What follows belongs to an exercise in optimizing a design on an open flow for a short achievable clock period and few clock cycles per item; a production flow would make more cautious choices. The RTL was checked by simulation tests, not by an equivalence proof against the original design.

==> run H: inputs <==
==> flow/design.v (excerpt) <==
module keyed_queue_move_to_front #(
  parameter int DEPTH    = 16,
  parameter int KEY_BITS = 16
) (
  input  wire logic                          clk,
  input  wire logic                          rst,
  input  wire logic                          in_valid,
  output logic                               in_stall,
  input  wire logic [1:0]                    mode,
  input  wire logic [KEY_BITS-1:0]           key,
  output logic                               out_valid,
  input  wire logic                          out_stall,
  output logic [KEY_BITS-1:0]                out_key,
  output logic [1:0]                         status,
  output logic [$clog2(DEPTH+1)-1:0]         occupancy
);
  localparam int CW = $clog2(DEPTH+1);
  localparam int OQ = 5;                  
  localparam int RW = KEY_BITS + 2 + CW;  
  logic [KEY_BITS-1:0] cell_key [DEPTH];
  logic [DEPTH-1:0]    cell_valid;
  ...
export LEC_CHECK = 0
export ABC_CLOCK_PERIOD_IN_PS = 1500
export CAP_MARGIN = 20
export CORE_MARGIN = 2
export CORE_UTILIZATION = 40
export SETUP_SLACK_MARGIN = 1.5
export SLEW_MARGIN = 20
create_clock -name core_clock -period 3.0 [get_ports {clk}]
run.sh (not shown) runs the stock make flow with config.mk's settings and CLKGATE_MAP_FILE= SYNTH_SCRIPT=/design/flow/synth_recipe.tcl, a recipe that flattens the netlist after the stock synthesis.
==> run G: changes against run H <==
--- a/flow/design.v
+++ b/flow/design.v
@@ -66,124 +66,160 @@
 );
   localparam int CW = $clog2(DEPTH+1);
   localparam int OQ = 5;                  
   localparam int RW = KEY_BITS + 2 + CW;  
   logic [KEY_BITS-1:0] cell_key [DEPTH];
   logic [DEPTH-1:0]    cell_valid;
-  logic [DEPTH-1:0]    tail;       
   logic                x_v;        
   logic [KEY_BITS-1:0] x_key;
+  logic [DEPTH-1:0]    x_u;        
+  logic                x_pf;       
   logic [DEPTH-1:0]    x_s;        
-  logic                x_pf;       
   logic                x_deq;      
+  logic [DEPTH-1:0]    x_dq;       
   logic                x_enq;      
+  logic [DEPTH-1:0]    x_ld;       
   logic [1:0]          x_st;
   logic [CW-1:0]       x_occ;      
-  always_comb begin
-    for (int i = 0; i < DEPTH; i++) begin
-      tail[i] = ~cell_valid[i] & ((i == 0) ? 1'b1 : cell_valid[(i == 0) ? 0 : i-1]);
-    end
-  end
-  logic                a_v;
-  logic [1:0]          a_mode;
-  logic [KEY_BITS-1:0] a_key;
-  logic                take;
-  assign take = in_valid & ~in_stall;
-  always_ff @(posedge clk) begin
-    if (rst) a_v <= 1'b0;
-    else     a_v <= take;
-  end
-  always_ff @(posedge clk) begin
-    a_mode <= mode;
-    a_key  <= key;
-  end
-  logic [DEPTH-1:0] eq;        
-  logic             e_ax;      
-  logic             e_ac;      
-  logic [DEPTH-1:0] m_a;       
+  assign x_s = x_u & {DEPTH{x_pf}};
   logic                c_v;
   logic [1:0]          c_mode;
   logic [KEY_BITS-1:0] c_key;
   logic [DEPTH-1:0]    c_m;        
   logic                c_e;        
+  logic                a_v;
+  logic [1:0]          a_mode;
+  logic [KEY_BITS-1:0] a_key;
+  logic [DEPTH-1:0]    a_r;        
+  logic                a_e1;       
+  logic                a_e2;       
+  logic                a_ec;       
+  logic [DEPTH-1:0]    p_s, p_dq, p_ld;   
+  logic             take;
+  logic [DEPTH-1:0] r_raw;
+  assign take = in_valid & ~in_stall;
   always_comb begin
     for (int i = 0; i < DEPTH; i++) begin
-      eq[i] = cell_valid[i] & (cell_key[i] == a_key);
-    end
-    e_ax = (a_key == x_key);
-    e_ac = (a_key == c_key);
-    for (int i = 0; i < DEPTH; i++) begin
-      if (x_s[i])     m_a[i] = (i == 0) ? e_ax : eq[(i == 0) ? 0 : i-1];
-      else if (x_deq) m_a[i] = (i == DEPTH-1) ? 1'b0 : eq[(i == DEPTH-1) ? i : i+1];
-      else            m_a[i] = eq[i] | (x_enq & tail[i] & e_ax);
+      r_raw[i] = cell_valid[i] & (cell_key[i] == key);
+    end
+  end
+  always_ff @(posedge clk) begin
+    if (rst) a_v <= 1'b0;
+    else     a_v <= take;
+  end
+  always_ff @(posedge clk) begin
+    a_mode <= mode;
+    a_key  <= key;
+    a_r    <= r_raw;
+    a_e1   <= (key == x_key);
+    a_e2   <= (key == c_key);
+    a_ec   <= (key == a_key);
+    p_s    <= x_s;
+    p_dq   <= x_dq;
+    p_ld   <= x_ld;
+  end
+  logic [DEPTH-1:0] m1;        
+  logic [DEPTH-1:0] m_a;       
+  always_comb begin
+    for (int i = 0; i < DEPTH; i++) begin
+      if (p_s[i])       m1[i] = (i == 0) ? a_e1 : a_r[(i == 0) ? 0 : i-1];
+      else if (p_dq[i]) m1[i] = (i == DEPTH-1) ? 1'b0 : a_r[(i == DEPTH-1) ? i : i+1];
+      else              m1[i] = a_r[i] | (p_ld[i] & a_e1);
+    end
+    for (int i = 0; i < DEPTH; i++) begin
+      if (x_s[i])       m_a[i] = (i == 0) ? a_e2 : m1[(i == 0) ? 0 : i-1];
+      else if (x_dq[i]) m_a[i] = (i == DEPTH-1) ? 1'b0 : m1[(i == DEPTH-1) ? i : i+1];
+      else              m_a[i] = m1[i] | (x_ld[i] & a_e2);
     end
   end
   always_ff @(posedge clk) begin
     if (rst) c_v <= 1'b0;
     else     c_v <= a_v;
   end
   always_ff @(posedge clk) begin
     c_mode <= a_mode;
     c_key  <= a_key;
     c_m    <= m_a;
-    c_e    <= e_ac;
+    c_e    <= a_ec;
   end
   logic [DEPTH:0]   um;        
   logic [DEPTH-1:0] um1;       
   logic [DEPTH-1:0] u;         
   logic             found;
-  logic             vn_head;   
-  logic             vn_last;   
+  logic [DEPTH-1:0] vn;        
   logic             c_deq, c_enq, c_pf;
-  logic [DEPTH-1:0] c_s;
+  logic [DEPTH-1:0] c_u;
+  logic [DEPTH-1:0] c_dq, c_ld;
   logic [1:0]       c_st;
   logic [CW-1:0]    c_occ;
+  logic [CW-1:0]    occ_inc, occ_dec;
+  always_comb begin
+    logic all1, all0;
+    all1 = 1'b1;
+    all0 = 1'b1;
+    for (int k = 0; k < CW; k++) begin
+      occ_inc[k] = x_occ[k] ^ all1;
+      occ_dec[k] = x_occ[k] ^ all0;
+      all1 = all1 & x_occ[k];
+      all0 = all0 & ~x_occ[k];
+    end
+  end
   always_comb begin
     um[0] = 1'b1;
     for (int i = 0; i < DEPTH; i++) um[i+1] = um[i] & ~c_m[i];
     um1[0] = 1'b1;
     for (int i = 1; i < DEPTH; i++) um1[i] = um1[i-1] & ~c_m[i];
     for (int i = 0; i < DEPTH; i++) begin
       if (i == 0)     u[i] = 1'b1;
-      else if (x_pf)  u[i] = ~c_e & (x_s[(i == 0) ? 0 : i-1] ? um[(i == 0) ? 0 : i-1] : um[i]);
+      else if (x_pf)  u[i] = ~c_e & (x_u[(i == 0) ? 0 : i-1] ? um[(i == 0) ? 0 : i-1] : um[i]);
       else if (x_deq) u[i] = um1[i];
       else if (x_enq) u[i] = um[i] & ~(c_e & ~cell_valid[(i == 0) ? 0 : i-1]);
       else            u[i] = um[i];
     end
     if (x_deq) found = |c_m[DEPTH-1:1];
     else       found = (|c_m) | (x_enq & c_e);
-    vn_head = x_deq ? cell_valid[1] : (cell_valid[0] | x_enq);
-    vn_last = x_deq ? 1'b0 : (cell_valid[DEPTH-1] | (x_enq & cell_valid[DEPTH-2]));
-    c_deq = c_v && (c_mode == kqm_pkg::MODE_DEQ) && vn_head;
-    c_enq = c_v && (c_mode == kqm_pkg::MODE_ENQ) && !vn_last;
+    for (int i = 0; i < DEPTH; i++) begin
+      if (x_dq[i]) vn[i] = (i == DEPTH-1) ? 1'b0 : cell_valid[(i == DEPTH-1) ? i : i+1];
+      else         vn[i] = cell_valid[i] | x_ld[i];
+    end
+    c_deq = c_v && (c_mode == kqm_pkg::MODE_DEQ) && vn[0];
+    c_enq = c_v && (c_mode == kqm_pkg::MODE_ENQ) && !vn[DEPTH-1];
     c_pf  = c_v && (c_mode == kqm_pkg::MODE_PRO) && found;
-    c_s   = {DEPTH{c_pf}} & u;
+    c_u   = {DEPTH{c_v && (c_mode == kqm_pkg::MODE_PRO)}} & u;
+    for (int i = 0; i < DEPTH; i++) begin
+      c_dq[i] = c_deq & vn[i];
+      c_ld[i] = c_enq & ~vn[i] & ((i == 0) ? 1'b1 : vn[(i == 0) ? 0 : i-1]);
+    end
     case (c_mode)
-      kqm_pkg::MODE_ENQ: c_st = vn_last ? kqm_pkg::ST_FULL : kqm_pkg::ST_OK;
-      kqm_pkg::MODE_DEQ: c_st = vn_head ? kqm_pkg::ST_OK : kqm_pkg::ST_EMPTY;
+      kqm_pkg::MODE_ENQ: c_st = vn[DEPTH-1] ? kqm_pkg::ST_FULL : kqm_pkg::ST_OK;
+      kqm_pkg::MODE_DEQ: c_st = vn[0] ? kqm_pkg::ST_OK : kqm_pkg::ST_EMPTY;
       kqm_pkg::MODE_PRO: c_st = found ? kqm_pkg::ST_OK : kqm_pkg::ST_MISS;
       default:           c_st = kqm_pkg::ST_OK;
     endcase
-    if (c_enq)      c_occ = x_occ + CW'(1);
-    else if (c_deq) c_occ = x_occ - CW'(1);
+    if (c_enq)      c_occ = occ_inc;
+    else if (c_deq) c_occ = occ_dec;
     else            c_occ = x_occ;
   end
   always_ff @(posedge clk) begin
     if (rst) begin
       x_v   <= 1'b0;
-      x_s   <= '0;
+      x_u   <= '0;
       x_pf  <= 1'b0;
       x_deq <= 1'b0;
+      x_dq  <= '0;
       x_enq <= 1'b0;
+      x_ld  <= '0;
       x_occ <= '0;
     end else begin
       x_v   <= c_v;
-      x_s   <= c_s;
+      x_u   <= c_u;
       x_pf  <= c_pf;
       x_deq <= c_deq;
+      x_dq  <= c_dq;
       x_enq <= c_enq;
+      x_ld  <= c_ld;
       x_occ <= c_occ;
     end
   end
   always_ff @(posedge clk) begin
     x_key <= c_key;
     x_st  <= c_st;
@@ -207,14 +243,14 @@
     kqm_cell #(
       .KEY_BITS (KEY_BITS)
     ) u_cell (
       .clk        (clk),
       .rst        (rst),
       .shift_in   (x_s[i]),
-      .deq        (x_deq),
-      .load       (x_enq & tail[i]),
+      .deq        (x_dq[i]),
+      .load       (x_ld[i]),
       .in_key     (x_key),
       .prev_key   (prev_key),
       .next_key   (next_key),
       .next_valid (next_valid),
       .key_q      (cell_key[i]),
       .valid_q    (cell_valid[i])
@@ -243,16 +279,16 @@
     logic          sel_next, sel_hold, sel_res;
     logic [RW-1:0] nd;
     if (i == OQ-1) begin : g_end
       assign sel_next = 1'b0;
       assign nd       = '0;
     end else begin : g_mid
-      assign sel_next = pop & o_v[i+1];
+      assign sel_next = ~out_stall & o_v[i+1];
       assign nd       = o_d[i+1];
     end
-    assign sel_hold = ~pop & o_v[i];
+    assign sel_hold = out_stall & o_v[i];
     assign sel_res  = ~sel_next & ~sel_hold;
     always_ff @(posedge clk) begin
       o_d[i] <= ({RW{sel_next}} & nd) | ({RW{sel_hold}} & o_d[i]) | ({RW{sel_res}} & res);
     end
   end
   always_ff @(posedge clk) begin
==> run M: changes against run H <==
--- a/flow/design.v
+++ b/flow/design.v
@@ -69,50 +69,54 @@
   localparam int RW = KEY_BITS + 2 + CW;  
   logic [KEY_BITS-1:0] cell_key [DEPTH];
   logic [DEPTH-1:0]    cell_valid;
   logic [DEPTH-1:0]    tail;       
   logic                x_v;        
   logic [KEY_BITS-1:0] x_key;
+  logic [DEPTH-1:0]    x_u;        
+  logic                x_pf;       
   logic [DEPTH-1:0]    x_s;        
-  logic                x_pf;       
   logic                x_deq;      
   logic                x_enq;      
   logic [1:0]          x_st;
   logic [CW-1:0]       x_occ;      
+  assign x_s = x_u & {DEPTH{x_pf}};
   always_comb begin
     for (int i = 0; i < DEPTH; i++) begin
       tail[i] = ~cell_valid[i] & ((i == 0) ? 1'b1 : cell_valid[(i == 0) ? 0 : i-1]);
     end
   end
+  logic                c_v;
+  logic [1:0]          c_mode;
+  logic [KEY_BITS-1:0] c_key;
+  logic [DEPTH-1:0]    c_m;        
+  logic                c_e;        
   logic                a_v;
   logic [1:0]          a_mode;
   logic [KEY_BITS-1:0] a_key;
   logic                take;
   assign take = in_valid & ~in_stall;
   always_ff @(posedge clk) begin
     if (rst) a_v <= 1'b0;
     else     a_v <= take;
   end
+  logic a_ex;
   always_ff @(posedge clk) begin
     a_mode <= mode;
     a_key  <= key;
+    a_ex   <= (key == c_key);
   end
   logic [DEPTH-1:0] eq;        
   logic             e_ax;      
   logic             e_ac;      
   logic [DEPTH-1:0] m_a;       
-  logic                c_v;
-  logic [1:0]          c_mode;
-  logic [KEY_BITS-1:0] c_key;
-  logic [DEPTH-1:0]    c_m;        
-  logic                c_e;        
   always_comb begin
     for (int i = 0; i < DEPTH; i++) begin
       eq[i] = cell_valid[i] & (cell_key[i] == a_key);
     end
-    e_ax = (a_key == x_key);
+    e_ax = a_ex;
     e_ac = (a_key == c_key);
     for (int i = 0; i < DEPTH; i++) begin
       if (x_s[i])     m_a[i] = (i == 0) ? e_ax : eq[(i == 0) ? 0 : i-1];
       else if (x_deq) m_a[i] = (i == DEPTH-1) ? 1'b0 : eq[(i == DEPTH-1) ? i : i+1];
       else            m_a[i] = eq[i] | (x_enq & tail[i] & e_ax);
     end
@@ -131,56 +135,68 @@
   logic [DEPTH-1:0] um1;       
   logic [DEPTH-1:0] u;         
   logic             found;
   logic             vn_head;   
   logic             vn_last;   
   logic             c_deq, c_enq, c_pf;
-  logic [DEPTH-1:0] c_s;
+  logic [DEPTH-1:0] c_u;
   logic [1:0]       c_st;
   logic [CW-1:0]    c_occ;
+  logic [CW-1:0]    occ_inc, occ_dec;
+  always_comb begin
+    logic all1, all0;
+    all1 = 1'b1;
+    all0 = 1'b1;
+    for (int k = 0; k < CW; k++) begin
+      occ_inc[k] = x_occ[k] ^ all1;
+      occ_dec[k] = x_occ[k] ^ all0;
+      all1 = all1 & x_occ[k];
+      all0 = all0 & ~x_occ[k];
+    end
+  end
   always_comb begin
     um[0] = 1'b1;
     for (int i = 0; i < DEPTH; i++) um[i+1] = um[i] & ~c_m[i];
     um1[0] = 1'b1;
     for (int i = 1; i < DEPTH; i++) um1[i] = um1[i-1] & ~c_m[i];
     for (int i = 0; i < DEPTH; i++) begin
       if (i == 0)     u[i] = 1'b1;
-      else if (x_pf)  u[i] = ~c_e & (x_s[(i == 0) ? 0 : i-1] ? um[(i == 0) ? 0 : i-1] : um[i]);
+      else if (x_pf)  u[i] = ~c_e & (x_u[(i == 0) ? 0 : i-1] ? um[(i == 0) ? 0 : i-1] : um[i]);
       else if (x_deq) u[i] = um1[i];
       else if (x_enq) u[i] = um[i] & ~(c_e & ~cell_valid[(i == 0) ? 0 : i-1]);
       else            u[i] = um[i];
     end
     if (x_deq) found = |c_m[DEPTH-1:1];
     else       found = (|c_m) | (x_enq & c_e);
     vn_head = x_deq ? cell_valid[1] : (cell_valid[0] | x_enq);
     vn_last = x_deq ? 1'b0 : (cell_valid[DEPTH-1] | (x_enq & cell_valid[DEPTH-2]));
     c_deq = c_v && (c_mode == kqm_pkg::MODE_DEQ) && vn_head;
     c_enq = c_v && (c_mode == kqm_pkg::MODE_ENQ) && !vn_last;
     c_pf  = c_v && (c_mode == kqm_pkg::MODE_PRO) && found;
-    c_s   = {DEPTH{c_pf}} & u;
+    c_u   = {DEPTH{c_v && (c_mode == kqm_pkg::MODE_PRO)}} & u;
     case (c_mode)
       kqm_pkg::MODE_ENQ: c_st = vn_last ? kqm_pkg::ST_FULL : kqm_pkg::ST_OK;
       kqm_pkg::MODE_DEQ: c_st = vn_head ? kqm_pkg::ST_OK : kqm_pkg::ST_EMPTY;
       kqm_pkg::MODE_PRO: c_st = found ? kqm_pkg::ST_OK : kqm_pkg::ST_MISS;
       default:           c_st = kqm_pkg::ST_OK;
     endcase
-    if (c_enq)      c_occ = x_occ + CW'(1);
-    else if (c_deq) c_occ = x_occ - CW'(1);
+    if (c_enq)      c_occ = occ_inc;
+    else if (c_deq) c_occ = occ_dec;
     else            c_occ = x_occ;
   end
   always_ff @(posedge clk) begin
     if (rst) begin
       x_v   <= 1'b0;
-      x_s   <= '0;
+      x_u   <= '0;
       x_pf  <= 1'b0;
       x_deq <= 1'b0;
       x_enq <= 1'b0;
       x_occ <= '0;
     end else begin
       x_v   <= c_v;
-      x_s   <= c_s;
+      x_u   <= c_u;
       x_pf  <= c_pf;
       x_deq <= c_deq;
       x_enq <= c_enq;
       x_occ <= c_occ;
     end
   end
==> run notes <==
The worst register-to-register path has a setup slack of 1.02 ns. The minimum clock period works out to 1.98 ns. The flow ran to the end and the layout has no timing, DRC or antenna violations.

Global routing usage on met1: 35.2%. Ranked by total cell area, the synthesized netlist is headed by dfxtp_1 41%, xnor2_1 11%, a222oi_1 9.9%. The final critical path takes up 66.0% of the cycle. The endpoint of the lowest-slack register-to-register path is g_cell[2].u_cell.key_q[9]$_DFF_P_. Dividing the synthesized area by the synthesized cell count gives 9.07 um^2.

The final layout contains a sequential cell count of 494. The initial utilization of the core area, before any placement, comes to 40.4%. The largest fanout of any net on the critical path was 6; the synthesized net count was 2536.
the above is filed under run H

==> run notes <==
The run finished with no timing, DRC or antenna violations. The initial utilization of the core area, before any placement, comes to 40.4%. In the post-synthesis netlist, the biggest area contributors are dfxtp_1 43%, a222oi_1 11%, nand2_1 9.0%. The worst register-to-register path ends at c_m[6]$_DFF_P_. The worst path uses 65.5% of the clock period. Detailed routing placed a total of 10700 um of wire on met3. For the number of global-route vias before repair, the log shows 20400. The largest fanout of any net on the critical path was 6; the number of design-rule violations left by the first detailed-router iteration was 4033. Counting every net in the synthesized netlist gives 2477. In this run the register-to-register setup slack is 1.04 ns. Dividing the synthesized area by the synthesized cell count gives 9.07 um^2. The tools report the global routing usage on met1 as 36.7%.

The design has 496 sequential cells.
the above is filed under run M

==> run notes <==
For the starting density of the core, the log shows 40.3%. By area the synthesized netlist is led by dfxtp_1 46%, a222oi_1 9.7%, nand2_1 9.0%. Dividing the synthesized area by the synthesized cell count gives 9.17 um^2. The flow ran to the end and the layout has no timing, DRC or antenna violations.

The minimum clock period works out to 1.73 ns. The final layout contains a sequential cell count of 593. The endpoint identified for the worst register-to-register timing path is x_st[0]$_SDFF_PN0_. The largest fanout of any net on the critical path was 2. For this run, global-route usage on met1 was measured as 34.8%.
the above is filed under run G

Testbench counts of run H, summed over its fixed seeds: cycles 24,032, items 24,000.
Testbench counts of run G, summed over its fixed seeds: cycles 24,032, items 24,000.
Testbench counts of run M, summed over its fixed seeds: cycles 24,032, items 24,000.

-- separate check: timing with driven ports --
Ports are ideal in the flow. The routed layouts listed here were re-timed in OpenROAD.
Step 1 sets driving cells, clkbuf_16 on the clock port and buf_2 on the other inputs (assumed; they add their load-dependent delay and slew).
Step 2 also shifts input and output timing later by t, the mid clock arrival at the registers, as if the neighbouring blocks saw the same clock.
a / b / c = ideal ports / drivers / drivers and shift; a / b = the first two.
run | t, ns | slack for setup (ns) | worst setup path after step 2 | clock arrival spread, ns
run H | 0.672 | 1.019 / 1.019 / 0.604 | input to register | 0.021 / 0.022
run G | 0.682 | 1.272 / 1.212 / 0.855 | input to register | 0.090 / 0.091
run M | 0.673 | 1.036 / 1.036 / 0.864 | input to register | 0.021 / 0.021
After both steps every run listed still meets setup and hold. The setup slack of run G, which loses most, moves by -0.060 ns with the drivers and by -0.417 ns with both steps.
